This design comes from an exercise in tuning for a short achievable clock period and few clock cycles on the open sky130 flow, not from production work. Where RTL was checked, it was by simulation tests only, not by an equivalence proof against the original. Power and IR drop assume default switching activity.

## the reference run
==> flow/design.v (excerpt) <==
module mips_core #(
    parameter mips_pkg::word_t RESET_PC = 32'h0000_3000
) (
    input  logic       clk,
    input  logic       arst_n,
    output mips_pkg::word_t      i_inst_addr,
    input  mips_pkg::word_t      i_inst_rdata,
    output mips_pkg::word_t      m_data_addr,
    input  mips_pkg::word_t      m_data_rdata,
    output mips_pkg::word_t      m_data_wdata,
    output logic [3:0] m_data_byteen,
    output logic       w_grf_we,
    output mips_pkg::reg_addr_t  w_grf_addr,
    output mips_pkg::word_t      w_grf_wdata,
    output mips_pkg::word_t      w_inst_addr
);
clock: 8.0 ns
lec_check: 0
cap_margin: 20
core_margin: 2
core_utilization: 40
place_density: 0.55
setup_slack_margin: 5
slew_margin: 20
synth_hierarchical: 1
synth_minimum_keep_size: 0
run.sh (not shown) runs the stock make flow with config.mk's settings and CLKGATE_MAP_FILE= SYNTH_SCRIPT=/design/flow/synth_recipe.tcl, a recipe that flattens the netlist after the stock synthesis.
In summary, the reference run completed successfully, with a layout that passed the timing, design-rule and antenna checks.
Input-level comparison between the trial run and the reference run:
-- flow/design.v --
<<< the reference run, line 244
module mips_rf_l1 (
    input  logic [32*32-1:0] regs,    
    input  logic [31:0]      sel_lo,  
    input  logic [31:0]      sel_hi,  
    output logic [16*32-1:0] g_n
);
    always_comb begin
        for (int k = 0; k < 16; k++) begin
            g_n[k*32 +: 16] = ~(({16{sel_lo[2*k]}}   & regs[(2*k)*32        +: 16])
                              | ({16{sel_lo[2*k+1]}} & regs[(2*k+1)*32      +: 16]));
            g_n[k*32+16 +: 16] = ~(({16{sel_hi[2*k]}}   & regs[(2*k)*32+16   +: 16])
                                 | ({16{sel_hi[2*k+1]}} & regs[(2*k+1)*32+16 +: 16]));
        end
    end
>>> the trial run, line 244
module mips_rf_l1 (
    input  logic [32*32-1:0] regs,    
    input  logic [31:0]      sel,
    output logic [16*32-1:0] g_n
);
    always_comb begin
        for (int k = 0; k < 16; k++) begin
            g_n[k*32 +: 32] = ~(({32{sel[2*k]}}   & regs[(2*k)*32   +: 32])
                              | ({32{sel[2*k+1]}} & regs[(2*k+1)*32 +: 32]));
        end
    end
<<< the reference run, line 279
module mips_rf_mux (
    input  logic [31*32-1:0] regs,
    input  logic [31:1]      sel_lo,
    input  logic [31:1]      sel_hi,
    output mips_pkg::word_t  rd_n
);
>>> the trial run, line 276
module mips_rf_mux (
    input  logic [31*32-1:0] regs,
    input  logic [31:1]      sel,
    output mips_pkg::word_t  rd_n
);
<<< the reference run, line 287
    logic [4*32-1:0]  h3_n;
    logic [2*32-1:0]  h4;
    mips_rf_l1 u_l1 (.regs({regs, 32'd0}), .sel_lo({sel_lo, 1'b0}), .sel_hi({sel_hi, 1'b0}), .g_n(g_n));
    mips_rf_nand2 #(.N(16)) u_l2 (.a_n(g_n), .y(h2));
    mips_rf_nor2  #(.N(8))  u_l3 (.a(h2), .y_n(h3_n));
>>> the trial run, line 283
    logic [4*32-1:0]  h3_n;
    logic [2*32-1:0]  h4;
    mips_rf_l1 u_l1 (.regs({regs, 32'd0}), .sel({sel, 1'b0}), .g_n(g_n));
    mips_rf_nand2 #(.N(16)) u_l2 (.a_n(g_n), .y(h2));
    mips_rf_nor2  #(.N(8))  u_l3 (.a(h2), .y_n(h3_n));
<<< the reference run, line 306
    logic [31*32-1:0] regs;
    logic [31:1]      valid;
    logic [31:1]      sel1_lo, sel1_hi, sel2_lo, sel2_hi;
    always_ff @(posedge clk or negedge arst_n) begin
        if (!arst_n) begin
>>> the trial run, line 302
    logic [31*32-1:0] regs;
    logic [31:1]      valid;
    logic [31:1]      sel1, sel2;
    always_ff @(posedge clk or negedge arst_n) begin
        if (!arst_n) begin
<<< the reference run, line 323
        end
    end
    mips_rf_dec u_dec1l (.ra(ra1), .valid(valid), .sel(sel1_lo));
    mips_rf_dec u_dec1h (.ra(ra1), .valid(valid), .sel(sel1_hi));
    mips_rf_dec u_dec2l (.ra(ra2), .valid(valid), .sel(sel2_lo));
    mips_rf_dec u_dec2h (.ra(ra2), .valid(valid), .sel(sel2_hi));
    mips_rf_mux u_mux1 (.regs(regs), .sel_lo(sel1_lo), .sel_hi(sel1_hi), .rd_n(rd1_n));
    mips_rf_mux u_mux2 (.regs(regs), .sel_lo(sel2_lo), .sel_hi(sel2_hi), .rd_n(rd2_n));
endmodule
`default_nettype wire
>>> the trial run, line 319
        end
    end
    mips_rf_dec u_dec1 (.ra(ra1), .valid(valid), .sel(sel1));
    mips_rf_dec u_dec2 (.ra(ra2), .valid(valid), .sel(sel2));
    mips_rf_mux u_mux1 (.regs(regs), .sel(sel1), .rd_n(rd1_n));
    mips_rf_mux u_mux2 (.regs(regs), .sel(sel2), .rd_n(rd2_n));
endmodule
`default_nettype wire
<<< the reference run, line 433
    mips_pkg::word_t     p_pc;
    mips_pkg::word_t     p_res;
    logic                p_we;
    mips_pkg::reg_addr_t p_dest;
>>> the trial run, line 427
    mips_pkg::word_t     p_pc;
    mips_pkg::word_t     p_res;
    mips_pkg::word_t     p_res_d;
    logic                p_we;
    mips_pkg::reg_addr_t p_dest;
<<< the reference run, line 615
    assign rep_m = m_we & ~m_rep;
    assign rep_x = ~rep_m & x_we & ~x_load;
    always_ff @(posedge clk or negedge arst_n) begin
        if (!arst_n) begin
>>> the trial run, line 610
    assign rep_m = m_we & ~m_rep;
    assign rep_x = ~rep_m & x_we & ~x_load;
    mips_opmux u_rep (
        .sum (x_sum), .diff (x_diff), .and_y (x_and_y), .or_y (x_or_y), .lt (x_lt),
        .w1 (m_wd), .w2 ('0), .w3_n ('1),
        .sel ({2'b00, rep_m, x_ops & {5{~rep_m}}}), .y (p_res_d)
    );
    always_ff @(posedge clk or negedge arst_n) begin
        if (!arst_n) begin
<<< the reference run, line 627
        p_dest <= rep_m ? m_dest : x_dest;
        p_pc   <= rep_m ? m_pc   : x_pc;
        p_res  <= rep_m ? m_wd   : x_y;
    end
    assign w_grf_we    = p_we;
>>> the trial run, line 627
        p_dest <= rep_m ? m_dest : x_dest;
        p_pc   <= rep_m ? m_pc   : x_pc;
        p_res  <= p_res_d;
    end
    assign w_grf_we    = p_we;
==> summary.txt <==
Area growth from synthesis to layout sits higher in the trial run than in the reference run.
Comparing the two runs side by side, the trial run comes out ahead of the reference run on final area.
Between the reference run and the trial run, global-route usage increased.
On hold slack, the higher figure sits with the reference run, not the trial run.
Area after synthesis is higher on the reference run
Combinational group share of total power sits lower in the trial run than in the reference run.
Maximum achievable frequency went up by a few percent going from the reference run to the trial run.
Est. power | the trial run vs the reference run | the trial run lower
Going from the reference run to the trial run, proportion of cell area occupied by registers grows by 0.77 points.
[the trial run vs the reference run] share of the cycle needed by the critical path after routing: lower in the trial run
Delta(net switching component of the power, the trial run - the reference run) < 0
The trial run ended with more setup slack than the reference run.
Testbench counts of the trial run, summed over its fixed seeds: cycles 44,413.
Only the layout flow was run in the reference run; the RTL was not checked for function there.

separate check: timing with driven ports:
In the flow no input, the clock included, has a driving cell. The finished layouts below were timed again as built, in two steps. Step 1 sets driving cells, clkbuf_16 on the clock port and buf_2 on the other inputs (assumed; they add their load-dependent delay and slew). Step 2, shift: input delay + t, output delay - t, t = (earliest + latest rising clock arrival at the registers) / 2. This alone moves slack from input paths to output paths. a / b / c = no drivers / after step 1 / after step 2; a / b = the first two.
run | shift t [ns] | setup WS [ns] | slew at the worst register clock pin (ns)
the reference run | 0.923 | 4.768 / 4.768 / 4.050 | 0.07 / 0.07
the trial run | 0.926 | 4.872 / 4.914 / 3.988 | 0.07 / 0.07
After both steps every run listed still meets setup and hold. For the trial run, which loses most, drivers alone change the setup slack by +0.042 ns; drivers and shift together by -0.884 ns.
